This design comes from an exercise in tuning for small area and few clock cycles on the open sky130 flow, not from production work.
The RTL was checked by simulation tests, not by an equivalence proof against the original design.
Power and IR drop assume default switching activity.

## multi_button_debounce_press_latch
module multi_button_debounce_press_latch #(
    parameter int BUTTON_COUNT = 5
) (
    input  wire logic                                   clk,
    input  wire logic                                   rst_n,
    input  wire logic [mbdpl_pkg::IN_TDATA_WIDTH-1:0]   s_tdata,
    input  wire logic                                   s_tuser,
    input  wire logic                                   s_tvalid,
    output logic                                        s_tready,
    output logic      [mbdpl_pkg::OUT_TDATA_WIDTH-1:0]  m_tdata,
    output logic                                        m_tvalid,
    input  wire logic                                   m_tready,
    input  wire logic                                   psel,
    input  wire logic                                   penable,
    input  wire logic                                   pwrite,
    input  wire logic [mbdpl_pkg::ADDR_WIDTH-1:0]       paddr,
    input  wire logic [mbdpl_pkg::APB_DATA_WIDTH-1:0]   pwdata,
    output logic      [mbdpl_pkg::APB_DATA_WIDTH-1:0]   prdata,
    output logic                                        pready
);
export LEC_CHECK = 0
export CAP_MARGIN = 20
export CORE_MARGIN = 2
export CORE_UTILIZATION = 40
export GPL_TIMING_DRIVEN = 0
export SLEW_MARGIN = 20
export SYNTH_HIERARCHICAL = 1
create_clock -name core_clock -period 6.5 [get_ports {clk}]
run.sh (not shown) runs the stock make flow with config.mk's settings and CLKGATE_MAP_FILE= SYNTH_SCRIPT=/design/flow/synth_recipe.tcl, a recipe that flattens the netlist after the stock synthesis.
The baseline completed without violations.
Testbench counts at the start, summed over its fixed seeds: cycles 12,016.
Rerun with:
==> flow/flow/run.sh (new file) <==
#!/bin/bash
# Layout flow: the standard flow (standard synthesis unchanged), with
# synthesis buffers removed at floorplan (repair re-buffers where needed),
# single-strength buffers on the ports and a clock tree of clkbuf_16 without
# dummy loads. make's whole output goes to flow_make.log
# here; each ORFS step also keeps its own log under orfs/logs/.
set -euo pipefail
bash standard.sh \
    "REMOVE_ABC_BUFFERS=1" \
    "BUFFER_PORTS_ARGS=-buffer_cell sky130_fd_sc_hd__buf_1" \
    "CTS_ARGS=-sink_clustering_enable -repair_clock_nets -buf_list sky130_fd_sc_hd__clkbuf_16 -dont_use_dummy_load" \
    finish > flow_make.log 2>&1
==> flow/standard.sh (new file) <==
#!/bin/bash
# synth_recipe.tcl (not shown) runs the flow's synth.tcl, then flattens the netlist and writes it again
# the make line also repeats each setting of config.mk as NAME=value (left out here)
make -C /OpenROAD-flow-scripts/flow DESIGN_CONFIG=/design/flow/config.mk WORK_HOME=/design/flow/orfs CLKGATE_MAP_FILE= SYNTH_SCRIPT=/design/flow/synth_recipe.tcl "${@:-finish}"
removed: flow/run.sh
What happened:
- power is lower by 6.8%
- first-iteration DRC count is lower by 14%
- worst setup slack improved by 0.11 ns
- clock-buffer cell count is lower by 1
- global-route usage is lower by 1.1 points
- final area is lower by 6.8%
- die area stays the same
Rerun with:
==> flow/flow/run.sh (replaced) <==
#!/bin/bash
# Layout flow: the standard flow (standard synthesis unchanged), with
# synthesis buffers removed at floorplan (repair re-buffers where needed),
# single-strength buffers on the ports and a clock tree of clkbuf_8 in small
# clusters without dummy loads. make's whole output goes to flow_make.log
# here; each ORFS step also keeps its own log under orfs/logs/.
set -euo pipefail
bash standard.sh \
    "REMOVE_ABC_BUFFERS=1" \
    "BUFFER_PORTS_ARGS=-buffer_cell sky130_fd_sc_hd__buf_1" \
    "CTS_ARGS=-sink_clustering_enable -repair_clock_nets -buf_list sky130_fd_sc_hd__clkbuf_8 -sink_clustering_size 10 -dont_use_dummy_load" \
    finish > flow_make.log 2>&1
Count of clock-buffer cells in the layout stays the same.
Via count barely changes.
Die area is unchanged.
Global-route usage barely changes.
Clock skew is higher by 0.013 ns.

========
v50:
multi_button_debounce_press_latch, a different RTL version from the one above (not shown whole).
Size in the first run: about 780 cells after synthesis, about 8200 µm² of cells after synthesis.
clock: 6.5 ns
lec_check: 0
cap_margin: 20
core_margin: 2
core_utilization: 55
gpl_timing_driven: 0
slew_margin: 20
synth_hierarchical: 1
standard.sh (not shown) runs the stock make flow with config.mk's settings and CLKGATE_MAP_FILE= SYNTH_SCRIPT=/design/flow/synth_recipe.tcl, a recipe that flattens the netlist after the stock synthesis.
==> flow/flow/run.sh <==
#!/bin/bash
# Layout flow: the standard flow (standard synthesis unchanged), with
# synthesis buffers removed at floorplan (repair re-buffers where needed),
# one tie cell per constant level rather than one per load, single-strength
# buffers on the ports and a clock tree of clkbuf_8 in larger clusters without
# dummy loads. make's whole output goes to flow_make.log here; each ORFS step
# also keeps its own log under orfs/logs/.
set -euo pipefail
bash standard.sh \
    "REMOVE_ABC_BUFFERS=1" \
    "SKIP_REPAIR_TIE_FANOUT=1" \
    "BUFFER_PORTS_ARGS=-buffer_cell sky130_fd_sc_hd__buf_1" \
    "CTS_ARGS=-sink_clustering_enable -repair_clock_nets -buf_list sky130_fd_sc_hd__clkbuf_8 -sink_clustering_size 20 -sink_clustering_max_diameter 120 -sink_buffer_max_cap_derate 1.0 -dont_use_dummy_load" \
    finish > flow_make.log 2>&1
Testbench counts of v50, summed over its fixed seeds: cycles 12,016.
For v30, these inputs were changed with respect to v50:
--- a/flow/flow/run.sh
+++ b/flow/flow/run.sh
@@ -5 +5 @@
-# buffers on the ports and a clock tree of clkbuf_8 in larger clusters without
+# buffers on the ports and a clock tree of clkbuf_16 in large clusters without
@@ -13 +13 @@
-    "CTS_ARGS=-sink_clustering_enable -repair_clock_nets -buf_list sky130_fd_sc_hd__clkbuf_8 -sink_clustering_size 20 -sink_clustering_max_diameter 120 -sink_buffer_max_cap_derate 1.0 -dont_use_dummy_load" \
+    "CTS_ARGS=-sink_clustering_enable -repair_clock_nets -buf_list sky130_fd_sc_hd__clkbuf_16 -sink_clustering_size 30 -sink_clustering_max_diameter 120 -dont_use_dummy_load" \
==> comparison <==
Higher portion of the clock cycle consumed by the worst path in the final layout among v30 and v50: v50
Comparing share of cell area taken by multi-input logic gates for v30 and v50, the smaller number came from v30.
Taking v50 as the reference, in v30 number of placed instances, taps included flat, final hold slack flat, worst setup slack up 15 ps.
Summary of v30 over v50: proportion of power drawn by the clock network rose 7.1 points, clock period minus final worst setup slack fell 15 ps.
#### Input delta (v40 over v30)
--- a/flow/flow/run.sh
+++ b/flow/flow/run.sh
@@ -5 +5 @@
-# buffers on the ports and a clock tree of clkbuf_16 in large clusters without
+# buffers on the ports and a clock tree of clkbuf_8 in clusters of up to 16 without
@@ -13 +13 @@
-    "CTS_ARGS=-sink_clustering_enable -repair_clock_nets -buf_list sky130_fd_sc_hd__clkbuf_16 -sink_clustering_size 30 -sink_clustering_max_diameter 120 -dont_use_dummy_load" \
+    "CTS_ARGS=-sink_clustering_enable -repair_clock_nets -buf_list sky130_fd_sc_hd__clkbuf_8 -sink_clustering_size 16 -dont_use_dummy_load" \
--- outcome ---
The higher fraction of met2 tracks used by global routing came out of v40. Compared with v30, in v40 met3 usage in global routing fell by 0.34 points; non-clock buffer area fraction after layout about even; final instance area went down. Per the comparison of v40 with v30, post-CTS clock slew at the launch and capture registers of the worst setup and hold paths picked up an extra 20 ps, maximum operating frequency neither gained nor lost much, critical path depth neither gained nor lost much. ~same wire length in v40 and v30. Comparing the two runs side by side, v40 comes out behind v30 on DRC marker count from the first detailed-route iteration. When the final numbers for v40 and v30 were put side by side, the slew at the pin closest to its max-slew limit turned out to be greater in v30.
Input changes introduced in v22 (baseline for comparison: v40):
--- a/flow/flow/run.sh
+++ b/flow/flow/run.sh
@@ -5 +5 @@
-# buffers on the ports and a clock tree of clkbuf_8 in clusters of up to 16 without
+# buffers on the ports and a clock tree of clkbuf_8 in small clusters without
@@ -13 +13 @@
-    "CTS_ARGS=-sink_clustering_enable -repair_clock_nets -buf_list sky130_fd_sc_hd__clkbuf_8 -sink_clustering_size 16 -dont_use_dummy_load" \
+    "CTS_ARGS=-sink_clustering_enable -repair_clock_nets -buf_list sky130_fd_sc_hd__clkbuf_8 -sink_clustering_size 8 -dont_use_dummy_load" \
Findings:
From v22 to v40, count of nets after finishing did not move at all.
Diff v40 -> v22: compound-gate portion of the synthesized area saw little to no change; met3 capacity usage during global routing roughly the same.
v22 -> v40: final critical-path required period delta 0, exact match
v22 -> v40: count of antenna-violating nets left after detailed routing delta 0, exact match
As far as final setup slack of the worst path goes, v22 and v40 are indistinguishable; the numbers are identical.
There was hardly any difference in longest individual stage delay on the worst path between v22 and v40.
v22 against v40: signed area change from the synthesized netlist to the final layout about even, number of standard-cell rows in the floorplan about even, routability-driven placement congestion ratio about even, global routing usage on met2 about even.

========
Setup of red:
multi_button_debounce_press_latch, a different RTL version from the one above (not shown whole).
For scale: about 960 cells after synthesis, roughly 200 flip-flops.
export LEC_CHECK = 0
export CAP_MARGIN = 20
export CORE_MARGIN = 2
export CORE_UTILIZATION = 55
export GPL_TIMING_DRIVEN = 0
export SLEW_MARGIN = 20
export SYNTH_HIERARCHICAL = 1
create_clock -name core_clock -period 6.5 [get_ports {clk}]
==> flow/flow/run.sh <==
#!/bin/bash
# Layout flow: the standard flow (standard synthesis unchanged), with
# synthesis buffers removed at floorplan (repair re-buffers where needed),
# one tie cell per constant level rather than one per load, single-strength
# buffers on the ports and a clock tree of clkbuf_8 in small clusters without
# dummy loads. make's whole output goes to flow_make.log here; each ORFS step
# also keeps its own log under orfs/logs/.
set -euo pipefail
bash standard.sh \
    "REMOVE_ABC_BUFFERS=1" \
    "SKIP_REPAIR_TIE_FANOUT=1" \
    "BUFFER_PORTS_ARGS=-buffer_cell sky130_fd_sc_hd__buf_1" \
    "CTS_ARGS=-sink_clustering_enable -repair_clock_nets -buf_list sky130_fd_sc_hd__clkbuf_8 -sink_clustering_size 8 -dont_use_dummy_load" \
    finish > flow_make.log 2>&1
red ended with every stage complete and zero timing, DRC or antenna violations.
Testbench counts of red, summed over its fixed seeds: cycles 12,016.
### red -> blue
Settings: swapping 55 for 70 in CORE_UTILIZATION.
--- outcome ---
- Wire length on met2 sits higher in blue than in red.
- Clock network fraction of design power sits lower in blue than in red.
- Where final-layout worst hold slack is concerned, red is outperformed by blue.
- Of blue and red, it is blue that has the higher effective utilization at floorplan.
- Taking red as the reference, in blue width of the die down 11%, half-perimeter wire length of the detailed placement result flat, power consumed by the clock network down about 0.8%, instance area after placement down 100 um2.
Input-level comparison between green and blue:
Settings: CORE_UTILIZATION: 70 -> 40.
==> flow/flow/run.sh <==
#!/bin/bash
# Layout flow: the standard flow (standard synthesis unchanged), with
# synthesis buffers removed at floorplan (repair re-buffers where needed),
# single-strength buffers on the ports and a clock tree of clkbuf_16 without
# dummy loads. make's whole output goes to flow_make.log
# here; each ORFS step also keeps its own log under orfs/logs/.
set -euo pipefail
bash standard.sh \
    "REMOVE_ABC_BUFFERS=1" \
    "BUFFER_PORTS_ARGS=-buffer_cell sky130_fd_sc_hd__buf_1" \
    "CTS_ARGS=-sink_clustering_enable -repair_clock_nets -buf_list sky130_fd_sc_hd__clkbuf_16 -dont_use_dummy_load" \
    finish > flow_make.log 2>&1
### Flow results
Summary — combinational cell fraction of total power, green relative to blue: lower, by 2.2 points.
Changes observed in green relative to blue: routed length on met1 grew by 1300 um; highest clock frequency the design can meet increased by 0.72% relative to the old numbers; final hold slack about even; part of the cycle the worst path needs saw a decrease.
Time the worst path needs with I/O delays and setup for green: 0.043 ns down relative to blue
[compare] base=blue new=green: width of the die rose 40 um; area growth from synthesis to layout rose 4.2 points; arrival time reported for the critical path endpoint fell 0.06 ns.
In green, met1 usage in global routing is lower than in blue.

-- separate check: timing with driven ports --
The flow's constraints put no driver on any port. The routed layouts listed below were extracted and timed again, unchanged, in two steps. Step 1 assumes that a clkbuf_16 drives the clock port and a buf_2 every other input. Step 2 times the ports against the registers' clock, not the clock port: input delays grow and output delays shrink by t, the midpoint of the rising clock arrivals with the driver on. Slacks: ideal ports / drivers / drivers and shift; pairs: ideal ports / drivers.
run | t (ns) | setup slack, ns | worst setup path after step 2 | slew at the worst register clock pin (ns) | worst slew at a driven data input, ns
the first run of note 1 | 0.478 | 0.427 / 0.451 / -0.026 | input to register | 0.08 / 0.08 | 0.05
the second run of note 1 | 0.464 | 0.536 / 0.560 / 0.096 | input to register | 0.08 / 0.08 | 0.05
the third run of note 1 | 0.493 | 0.562 / 0.588 / 0.096 | input to register | 0.12 / 0.12 | 0.05
v50 | 0.473 | 0.400 / 0.402 / -0.071 | input to register | 0.08 / 0.08 | 0.06
v30 | 0.456 | 0.415 / 0.428 / -0.027 | input to register | 0.06 / 0.06 | 0.06
v40 | 0.473 | 0.400 / 0.402 / -0.071 | input to register | 0.08 / 0.08 | 0.06
v22 | 0.473 | 0.400 / 0.402 / -0.071 | input to register | 0.08 / 0.08 | 0.06
red | 0.490 | 0.565 / 0.587 / 0.097 | input to register | 0.10 / 0.10 | 0.03
blue | 0.494 | 0.512 / 0.534 / 0.040 | input to register | 0.10 / 0.10 | 0.04
green | 0.466 | 0.555 / 0.582 / 0.117 | input to register | 0.08 / 0.08 | 0.06
With both steps, setup timing fails in 5 of these runs, where it was met with ideal ports. For blue, which loses most, drivers alone change the setup slack by +0.022 ns; drivers and shift together by -0.472 ns.
